This design comes from an exercise in tuning for small area, a short achievable clock period and few clock cycles on the open sky130 flow, not from production work. Only simulation tests tie the RTL to the original design; equivalence was not proved.

## P
## rv_muldiv
module rv_muldiv #(
  parameter int g_width = 32
) (
  input  logic               clk_i,
  input  logic               rst_n_i,
  input  logic               x_stall_i,
  input  logic               x_kill_i,
  input  logic               d_valid_i,
  input  logic               d_is_muldiv_i,
  input  logic [2:0]         d_fun_i,
  input  logic [g_width-1:0] d_rs1_i,
  input  logic [g_width-1:0] d_rs2_i,
  output logic               x_stall_req_o,
  output logic [g_width-1:0] x_rd_o,
  output logic               x_done_o
);
Size in the first run: about 3,500 cells after synthesis, about 130 flip-flops, about 22,000 um2 of cells after synthesis.
export LEC_CHECK = 0
export ABC_AREA = 1
export CAP_MARGIN = 20
export CORE_MARGIN = 2
export CORE_UTILIZATION = 45
export PLACE_DENSITY = 0.88
export SETUP_SLACK_MARGIN = 4.8
export SLEW_MARGIN = 20
create_clock -name core_clock -period 10.0 [get_ports {clk_i}]
standard.sh (not shown) runs the stock make flow with config.mk's settings and CLKGATE_MAP_FILE= SYNTH_SCRIPT=/design/flow/synth_recipe.tcl, a recipe that flattens the netlist after the stock synthesis.
==> flow/flow/run.sh <==
#!/bin/bash
set -euo pipefail
export BUFFER_PORTS_ARGS="-buffer_cell sky130_fd_sc_hd__buf_2"
bash standard.sh finish > standard_run.log 2>&1
No stage failed in P, and the final checks on the layout all came back clean.
Testbench counts of P, summed over its fixed seeds: cycles 21,290.
Input changes introduced in Q (baseline for comparison: P):
- PLACE_DENSITY removed (was 0.88)
Against P, worst path setup slack after routing in Q came out better.
In the final design statistics, Q uses more standard cells in total than P.
Relative to P, maximum fanout count along the critical path decreased by 1 in Q.

---

Starting RTL as in the previous note.
clock: 10.0 ns
lec_check: 0
abc_area: 1
cap_margin: 20
core_margin: 2
core_utilization: 45
place_density: 0.75
setup_slack_margin: 4.8
slew_margin: 20
Scripts as last shown in full above: flow/flow/run.sh
The starting point went through all stages and came out clean.
Testbench counts at the start, summed over its fixed seeds: cycles 21,290.
Rerun with:
- PLACE_DENSITY: 0.75 -> 0.65
Outcome:
- wire length is about the same
- setup slack loses 0.036 ns
- non-clock buffer count is higher by 2
- utilization is higher by 0.14 points
- register-to-register slack loses 0.04 ns
- cell area barely changes
- count of clock-buffer cells in the layout is higher by 3
- maximum frequency is lower by 0.70%
- area after synthesis does not change
- die area stays the same
Rerun with:
==> flow/flow/run.sh (replaced) <==
#!/bin/bash
set -euo pipefail
export BUFFER_PORTS_ARGS="-buffer_cell sky130_fd_sc_hd__buf_2"
bash standard.sh SETUP_SLACK_MARGIN=5.3 finish > standard_run.log 2>&1
- PLACE_DENSITY: 0.65 -> 0.75
- SETUP_SLACK_MARGIN: 4.8 -> 5.0
Outcome: The changed run completed without violations; first-iteration DRC count is higher by about 5%; routed wire length goes up by 4.4%; worst setup slack is better by 0.21 ns; clock skew hardly moves; cell count is higher by about 3%; non-clock buffer count rose by 130; design area goes up by about 10%; clock-buffer cell count falls by 3; synthesized area stays the same; via count increases by 4.3%.
Rerun with:
==> flow/flow/run.sh (replaced) <==
#!/bin/bash
set -euo pipefail
export BUFFER_PORTS_ARGS="-buffer_cell sky130_fd_sc_hd__buf_2"
bash standard.sh finish > standard_run.log 2>&1
- ABC_AREA: 1 -> default
- SETUP_SLACK_MARGIN: 5.0 -> 4.8
After rerunning: Sequential share of layout area is higher by 1.3 points. Setup slack got worse by 0.66 ns. Register-to-register slack got worse by 0.38 ns. Core utilization stays flat. Area after synthesis is lower by 8.0%. Final area is lower by 7.8%. Non-clock buffer count is higher by 65. Via count is lower by 14%.

---

== pine ==
rv_muldiv, a different RTL version from the one above (not shown whole).
Size in the first run: roughly 3400 cells after synthesis, ~130 flip-flops, roughly 23000 µm² of cells after synthesis.
// rv_muldiv
module rv_muldiv #(
  parameter int g_width = 32
) (
  input  logic               clk_i,
  input  logic               rst_n_i,
  input  logic               x_stall_i,
  input  logic               x_kill_i,
  input  logic               d_valid_i,
  input  logic               d_is_muldiv_i,
  input  logic [2:0]         d_fun_i,
  input  logic [g_width-1:0] d_rs1_i,
  input  logic [g_width-1:0] d_rs2_i,
  output logic               x_stall_req_o,
  output logic [g_width-1:0] x_rd_o,
  output logic               x_done_o
);
Settings: LEC_CHECK=0, ABC_AREA=1, CAP_MARGIN=20, CORE_MARGIN=2, CORE_UTILIZATION=50, PLACE_DENSITY=0.75, SETUP_SLACK_MARGIN=5.0, SLEW_MARGIN=20; clock period 10.0 ns.
==> flow/flow/run.sh <==
#!/bin/bash
set -euo pipefail
export BUFFER_PORTS_ARGS="-buffer_cell sky130_fd_sc_hd__buf_2"
bash standard.sh finish > standard_run.log 2>&1
Testbench counts of pine, summed over its fixed seeds: cycles 21,105.
Edits applied to the flow inputs when going from pine to birch:
- changing PLACE_DENSITY from 0.75 to 0.8
- changing CORE_UTILIZATION from 50 to 45
Findings:
Comparing pine against birch, there is no change at all in DRC violation count after routing.

---

RTL: one of the versions met above, not the one the previous note started from.
For scale: roughly 3500 cells after synthesis, ~130 flip-flops, roughly 110 I/O pins, about 22000 um2 of cells after synthesis.
clock: 10.0 ns
lec_check: 0
abc_area: 1
cap_margin: 20
core_margin: 2
core_utilization: 45
place_density: 0.75
setup_slack_margin: 5.0
slew_margin: 20
tns_end_percent: 10
Scripts as last shown in full above: flow/flow/run.sh
Testbench counts at the start, summed over its fixed seeds: cycles 21,290.
==> next run, changes <==
==> flow/flow/run.sh (replaced) <==
#!/bin/bash
set -euo pipefail
export BUFFER_PORTS_ARGS="-buffer_cell sky130_fd_sc_hd__buf_1"
bash standard.sh finish > standard_run.log 2>&1
- TNS_END_PERCENT: 10 -> not set
Result: Worst setup slack improves by 0.097 ns. Synthesized area is unchanged. Die area is unchanged. Sequential share of layout area hardly moves. Clock skew hardly moves. Hold slack degrades by 0.016 ns.

==> what the ideal ports hide <==
No port has a modelled driver above. Below, the same layouts with a new extraction and two added sets of constraints.
Step 1 sets driving cells, clkbuf_16 on the clock port and buf_2 on the other inputs (assumed; they add their load-dependent delay and slew).
Step 2 moves the port delays by t, midway between the first and last clock arrival at a register: inputs arrive t later, outputs are due t later. That takes back most of the time a late clock gives input paths.
Three values: no drivers, after step 1, after step 2; two values: the first two.
| run | shift t [ns] | setup WS [ns] | worst hold slack (ns) | worst slew at a driven data input, ns | pins driven straight from the clock port |
|---|---|---|---|---|---|
| P | 0.534 | 4.799 / 4.799 / 4.799 | 0.572 / 0.572 / 0.572 | 0.08 | 1 |
| Q | 0.554 | 4.843 / 4.843 / 4.843 | 0.614 / 0.614 / 0.614 | 0.04 | 1 |
| the first run of note 2 | 0.535 | 4.879 / 4.879 / 4.879 | 0.588 / 0.588 / 0.588 | 0.05 | 1 |
| the second run of note 2 | 0.532 | 4.842 / 4.842 / 4.842 | 0.572 / 0.572 / 0.572 | 0.04 | 1 |
| the third run of note 2 | 0.536 | 5.049 / 4.994 / 5.136 | 0.600 / 0.600 / 0.600 | 0.05 | 1 |
| the fourth run of note 2 | 0.508 | 4.390 / 4.335 / 4.295 | 0.579 / 0.579 / 0.579 | 0.14 | 1 |
| pine | 0.528 | 5.059 / 5.003 / 4.764 | 0.556 / 0.556 / 0.556 | 0.04 | 1 |
| birch | 0.522 | 5.048 / 5.024 / 4.746 | 0.568 / 0.568 / 0.568 | 0.08 | 1 |
| the first run of note 4 | 0.545 | 4.924 / 4.867 / 5.000 | 0.593 / 0.593 / 0.593 | 0.05 | 1 |
| the second run of note 4 | 0.518 | 5.021 / 4.965 / 5.021 | 0.578 / 0.578 / 0.578 | 0.05 | 1 |
After both steps setup and hold are still met in every run listed. For birch, which loses most, drivers alone change the setup slack by -0.024 ns; drivers and shift together by -0.302 ns.
